Source: an optimization exercise on an open RTL-to-GDS flow (aim: small area, a short achievable clock period and few clock cycles per item). Production flows keep margins and buffers that such runs may drop.
Where RTL was checked, it was by simulation tests only, not by an equivalence proof against the original.
Power figures rest on the tool's default switching activity, not on a simulated workload.

==> flow/design.v <==
package alu_ops_pkg;
    localparam int DATA_W    = 32;
    localparam int HALF_W    = 16;
    localparam int BYTE_W    = 8;
    localparam int DIV_STEPS = 17;
    typedef enum logic [4:0] {
        NOP,
        OR,
        AND,
        EOR,
        ADD,
        SUB,
        CMP,
        ADDX,
        SUBX,
        MOVE,
        ASL,
        LSL,
        ROL,
        ROXL,
        ASR,
        LSR,
        ROR,
        ROXR,
        DIV
    } alu_op_e;
    typedef enum logic [1:0] {
        BYTE = 2'd0,
        WORD = 2'd1,
        LONG = 2'd2
    } alu_size_e;
    typedef struct packed {
        alu_op_e           op;
        alu_size_e         size;
        logic              div_signed;
        logic [DATA_W-1:0] operand1;
        logic [DATA_W-1:0] operand2;
    } alu_req_t;
    function automatic logic size_msb(input logic [DATA_W-1:0] data, input logic [1:0] size);
        case (size)
            BYTE:    size_msb = data[BYTE_W-1];
            WORD:    size_msb = data[HALF_W-1];
            default: size_msb = data[DATA_W-1];
        endcase
    endfunction
    function automatic logic size_zero(input logic [DATA_W-1:0] data, input logic [1:0] size);
        case (size)
            BYTE:    size_zero = data[BYTE_W-1:0] == '0;
            WORD:    size_zero = data[HALF_W-1:0] == '0;
            default: size_zero = data == '0;
        endcase
    endfunction
endpackage
package alu_flags_pkg;
    typedef struct packed {
        logic x;
        logic n;
        logic z;
        logic v;
        logic c;
    } alu_ccr_t;
    typedef struct packed {
        logic [15:0] remainder;
        logic [15:0] quotient;
    } alu_div_word_t;
    typedef union packed {
        logic [31:0] long_word;
        alu_div_word_t     div;
    } alu_result_u;
    typedef struct packed {
        alu_result_u result;
        alu_ccr_t    ccr;
    } alu_unit_out_t;
    typedef struct packed {
        logic        done;
        logic        trap;
        logic        overflow;
        logic        zero_div;
        alu_result_u result;
    } alu_div_status_t;
endpackage
`timescale 1ns/1ps
module alu_divider
(
    input  logic        clock,
    input  logic        reset_n,
    input  logic        div_req,
    input  logic        div_signed,
    input  logic [31:0] dividend,
    input  logic [15:0] divisor,
    output logic        div_ready,
    output logic        zero_div,     
    output logic        collect,      
    output logic        overflow,     
    output logic [31:0] div_word,     
    output logic        quo_n,        
    output logic        quo_z         
);
    function automatic logic [15:0] cneg16(input logic [15:0] x, input logic en);
        logic seen;
        seen = 1'b0;
        for (int i = 0; i < 16; i++) begin
            cneg16[i] = x[i] ^ (en & seen);
            seen      = seen | x[i];
        end
    endfunction
    logic        pending;
    logic        busy;
    logic [2:0]  cnt;
    logic [15:0] rem_q;
    logic [15:0] quo_q;
    logic [15:0] dvs_q;     
    logic        dcin_q;    
    logic        signed_q;
    logic        quo_neg_q;
    logic        rem_neg_q;
    logic        ovf_q;
    logic        start;
    logic        a_neg;
    logic        d_neg;
    logic [31:0] a_abs;
    logic [15:0] dvs_in;
    logic        dcin_in;
    logic [17:0] ovf_sum;
    assign div_ready = !busy;
    assign zero_div  = div_req && !pending && (divisor == 16'd0);
    assign start     = div_req && !pending && (divisor != 16'd0);
    assign collect   = div_req && pending;
    assign a_neg   = div_signed && dividend[31];
    assign d_neg   = div_signed && divisor[15];
    assign a_abs   = a_neg ? -dividend : dividend;
    assign dvs_in  = d_neg ? divisor : ~divisor;
    assign dcin_in = !d_neg;
    assign ovf_sum = {2'b00, a_abs[31:16]} + {2'b01, dvs_in} + {17'd0, dcin_in};
    logic [16:0] t1, t2;
    logic [17:0] s1, s2;
    logic [15:0] r1, r2;
    logic        q1, q2;
    assign t1 = {rem_q, quo_q[15]};
    assign s1 = {1'b0, t1} + {2'b01, dvs_q} + {17'd0, dcin_q};
    assign q1 = s1[17];
    assign r1 = q1 ? s1[15:0] : t1[15:0];
    assign t2 = {r1, quo_q[14]};
    assign s2 = {1'b0, t2} + {2'b01, dvs_q} + {17'd0, dcin_q};
    assign q2 = s2[17];
    assign r2 = q2 ? s2[15:0] : t2[15:0];
    always_ff @(posedge clock or negedge reset_n) begin
        if (!reset_n) begin
            pending <= 1'b0;
            busy    <= 1'b0;
        end else begin
            if (start) begin
                pending <= 1'b1;
                busy    <= !ovf_sum[17];
            end else begin
                if (collect) pending <= 1'b0;
                if (cnt == 3'd7) busy <= 1'b0;
            end
        end
    end
    always_ff @(posedge clock) begin
        if (start) begin
            cnt       <= 3'd0;
            rem_q     <= a_abs[31:16];
            quo_q     <= a_abs[15:0];
            dvs_q     <= dvs_in;
            dcin_q    <= dcin_in;
            signed_q  <= div_signed;
            quo_neg_q <= a_neg ^ d_neg;
            rem_neg_q <= a_neg;
            ovf_q     <= ovf_sum[17];
        end else if (busy) begin
            cnt   <= cnt + 3'd1;
            rem_q <= r2;
            quo_q <= {quo_q[13:0], q1, q2};
        end
    end
    logic quo_nz;
    assign quo_nz   = quo_q != 16'd0;
    assign overflow = ovf_q | (signed_q & (quo_neg_q ? (quo_q[15] & (quo_q[14:0] != 15'd0))
                                                     : quo_q[15]));
    assign quo_n    = quo_neg_q ? quo_nz : quo_q[15];
    assign quo_z    = !quo_nz;
    assign div_word = {cneg16(rem_q, rem_neg_q), cneg16(quo_q, quo_neg_q)};
endmodule
`timescale 1ns/1ps
module alu_top
(
    input  logic        clock,
    input  logic        reset_n,
    input  logic [4:0]  op,
    input  logic [1:0]  size,
    input  logic        div_signed,
    input  logic [31:0] operand1,
    input  logic [31:0] operand2,
    output logic [31:0] result,
    output logic [4:0]  ccr,
    output logic        div_trap,
    output logic        div_ready
);
    logic [31:0] a, b;
    logic        x_q, n_q, z_q, v_q, c_q;
    assign a   = operand1;
    assign b   = operand2;
    assign ccr = {x_q, n_q, z_q, v_q, c_q};
    logic op_or, op_and, op_eor, op_add, op_sub, op_cmp, op_addx, op_subx, op_move;
    logic op_asl, op_lsl, op_rol, op_roxl, op_asr, op_lsr, op_ror, op_roxr, op_div;
    assign op_or   = op == 5'd1;
    assign op_and  = op == 5'd2;
    assign op_eor  = op == 5'd3;
    assign op_add  = op == 5'd4;
    assign op_sub  = op == 5'd5;
    assign op_cmp  = op == 5'd6;
    assign op_addx = op == 5'd7;
    assign op_subx = op == 5'd8;
    assign op_move = op == 5'd9;
    assign op_asl  = op == 5'd10;
    assign op_lsl  = op == 5'd11;
    assign op_rol  = op == 5'd12;
    assign op_roxl = op == 5'd13;
    assign op_asr  = op == 5'd14;
    assign op_lsr  = op == 5'd15;
    assign op_ror  = op == 5'd16;
    assign op_roxr = op == 5'd17;
    assign op_div  = op == 5'd18;
    logic is_logic, is_arith, is_left, is_right, subtract, extended;
    assign is_logic = op_or | op_and | op_eor | op_move;
    assign is_arith = op_add | op_sub | op_cmp | op_addx | op_subx;
    assign is_left  = op_asl | op_lsl | op_rol | op_roxl;
    assign is_right = op_asr | op_lsr | op_ror | op_roxr;
    assign subtract = op_sub | op_cmp | op_subx;
    assign extended = op_addx | op_subx;
    function automatic logic msb_of(input logic [31:0] d, input logic [1:0] s);
        case (s)
            2'd0:    msb_of = d[7];
            2'd1:    msb_of = d[15];
            default: msb_of = d[31];
        endcase
    endfunction
    function automatic logic zero_of(input logic [31:0] d, input logic [1:0] s);
        case (s)
            2'd0:    zero_of = d[7:0] == 8'd0;
            2'd1:    zero_of = d[15:0] == 16'd0;
            default: zero_of = d == 32'd0;
        endcase
    endfunction
    logic        xin;
    logic [31:0] sum;
    assign xin = extended & x_q;
    assign sum = a + (b ^ {32{subtract}}) + {31'd0, subtract ^ xin};
    logic [31:0] lres;
    always_comb begin
        case (1'b1)
            op_or:   lres = a | b;
            op_and:  lres = a & b;
            op_eor:  lres = a ^ b;
            default: lres = a;
        endcase
    end
    logic        dm;
    logic        lbit, rbit;
    logic [31:0] shres;
    assign dm   = msb_of(a, size);
    assign lbit = (op_rol & dm) | (op_roxl & x_q);
    assign rbit = (op_asr & dm) | (op_ror & a[0]) | (op_roxr & x_q);
    always_comb begin
        if (is_left) begin
            shres = {a[30:0], lbit};
        end else begin
            shres = {1'b0, a[31:1]};
            case (size)
                2'd0:    shres[7]  = rbit;
                2'd1:    shres[15] = rbit;
                default: shres[31] = rbit;
            endcase
        end
    end
    logic [31:0] res;
    always_comb begin
        if (is_arith)                 res = sum;
        else if (is_left | is_right)  res = shres;
        else                          res = lres;
    end
    logic rm, rz, sm, bm, carry;
    assign rm    = msb_of(res, size);
    assign rz    = zero_of(res, size);
    assign sm    = msb_of(b, size);
    assign bm    = sm ^ subtract;
    assign carry = (dm & bm) | (~rm & (dm | bm));
    logic        dv_zero_div, dv_collect, dv_overflow, dv_n, dv_z;
    logic [31:0] dv_word;
    alu_divider u_div (
        .clock      (clock),
        .reset_n    (reset_n),
        .div_req    (op_div),
        .div_signed (div_signed),
        .dividend   (a),
        .divisor    (b[15:0]),
        .div_ready  (div_ready),
        .zero_div   (dv_zero_div),
        .collect    (dv_collect),
        .overflow   (dv_overflow),
        .div_word   (dv_word),
        .quo_n      (dv_n),
        .quo_z      (dv_z)
    );
    always_ff @(posedge clock or negedge reset_n) begin
        if (!reset_n) begin
            result   <= 32'd0;
            x_q      <= 1'b0;
            n_q      <= 1'b0;
            z_q      <= 1'b0;
            v_q      <= 1'b0;
            c_q      <= 1'b0;
            div_trap <= 1'b0;
        end else begin
            if (is_logic) begin
                result <= res;
                n_q    <= rm;
                z_q    <= rz;
                v_q    <= 1'b0;
                c_q    <= 1'b0;
            end
            if (is_arith) begin
                if (!op_cmp) result <= res;
                n_q <= rm;
                z_q <= extended ? (z_q & rz) : rz;
                v_q <= (dm == bm) & (rm != dm);
                c_q <= carry ^ subtract;
                if (!op_cmp) x_q <= carry ^ subtract;
            end
            if (is_left) begin
                result <= res;
                n_q    <= rm;
                z_q    <= rz;
                v_q    <= op_asl & (rm ^ dm);
                c_q    <= dm;
                if (!op_rol) x_q <= dm;
            end
            if (is_right) begin
                result <= res;
                n_q    <= rm;
                z_q    <= rz;
                v_q    <= 1'b0;
                c_q    <= a[0];
                if (!op_ror) x_q <= a[0];
            end
            if (dv_zero_div) begin
                div_trap <= 1'b1;
                n_q      <= 1'b0;
                z_q      <= 1'b0;
                v_q      <= 1'b0;
                c_q      <= 1'b0;
            end
            if (dv_collect) begin
                div_trap <= dv_overflow;
                n_q      <= dv_overflow | dv_n;
                z_q      <= !dv_overflow & dv_z;
                v_q      <= dv_overflow;
                c_q      <= 1'b0;
                if (!dv_overflow) result <= dv_word;
            end
        end
    end
endmodule
==> flow/config.mk <==
export PLATFORM = sky130hd
export DESIGN_NAME = alu_top
export DESIGN_NICKNAME = alu_top
export VERILOG_FILES = /design/flow/design.v
export SDC_FILE = /design/flow/constraint.sdc
export NUM_CORES = 4
export LEC_CHECK = 0
export ABC_AREA = 1
export CAP_MARGIN = 20
export CORE_MARGIN = 2
export CORE_UTILIZATION = 60
export SETUP_SLACK_MARGIN = 1.5
export SLEW_MARGIN = 20
==> flow/constraint.sdc <==
create_clock -name core_clock -period 6.0 [get_ports {clock}]
set_input_delay 1.2000 -clock core_clock [delete_from_list [all_inputs] [get_ports {clock}]]
set_output_delay 1.2000 -clock core_clock [all_outputs]
set_load 0.01 [all_outputs]
standard.sh (not shown) runs the stock make flow with config.mk's settings and CLKGATE_MAP_FILE= SYNTH_SCRIPT=/design/flow/synth_recipe.tcl, a recipe that flattens the netlist after the stock synthesis.
==> flow/flow/run.sh <==
#!/bin/bash
# Standard layout, with the port buffers made from sky130_fd_sc_hd__buf_1
# cells instead of the delay cells buffer_ports picks by default
set -e
export BUFFER_PORTS_ARGS="-buffer_cell sky130_fd_sc_hd__buf_1"
bash standard.sh > standard.log 2>&1
Next try:
--- a/flow/design.v
+++ b/flow/design.v
@@ -97,12 +97,4 @@
     output logic        quo_z         
 );
-    function automatic logic [15:0] cneg16(input logic [15:0] x, input logic en);
-        logic seen;
-        seen = 1'b0;
-        for (int i = 0; i < 16; i++) begin
-            cneg16[i] = x[i] ^ (en & seen);
-            seen      = seen | x[i];
-        end
-    endfunction
     logic        pending;
     logic        busy;
@@ -182,5 +174,5 @@
     assign quo_n    = quo_neg_q ? quo_nz : quo_q[15];
     assign quo_z    = !quo_nz;
-    assign div_word = {cneg16(rem_q, rem_neg_q), cneg16(quo_q, quo_neg_q)};
+    assign div_word = {rem_neg_q ? -rem_q : rem_q, quo_neg_q ? -quo_q : quo_q};
 endmodule
 `timescale 1ns/1ps
After rerunning: The changed run completed with no timing, DRC or antenna violations; power came out lower by a quarter to a third; global-route usage came out lower by 2.2 points; register-to-register slack is better by 0.34 ns; final area came out lower slightly; setup slack is better by 0.28 ns; hold slack is worse by 0.0035 ns.
Testbench counts after the change, summed over its fixed seeds: cycles 21,876, ops 19,200.
The RTL of the first run of this note was laid out without a check of its function.

[static timing again, ports no longer ideal]
In the flow no input, the clock included, has a driving cell. The finished layouts below were timed again as built, in two steps. Step 1: set_driving_cell puts a clkbuf_16 on clock and a buf_2 on each other input, an assumption about the parent block. Step 2 moves the port delays by t, midway between the first and last clock arrival at a register: inputs arrive t later, outputs are due t later. That takes back most of the time a late clock gives input paths. Slacks: ideal / step 1 / step 2; pairs: ideal / step 1.
run	shift t [ns]	slack for setup (ns)	worst register clock-pin slew, ns
the first run	0.390	1.334 / 1.334 / 1.240	0.08 / 0.08
the second run	0.392	1.613 / 1.637 / 1.245	0.08 / 0.08
After both steps every run listed still meets setup and hold. The setup slack of the second run, which loses most, moves by +0.024 ns with the drivers and by -0.368 ns with both steps.
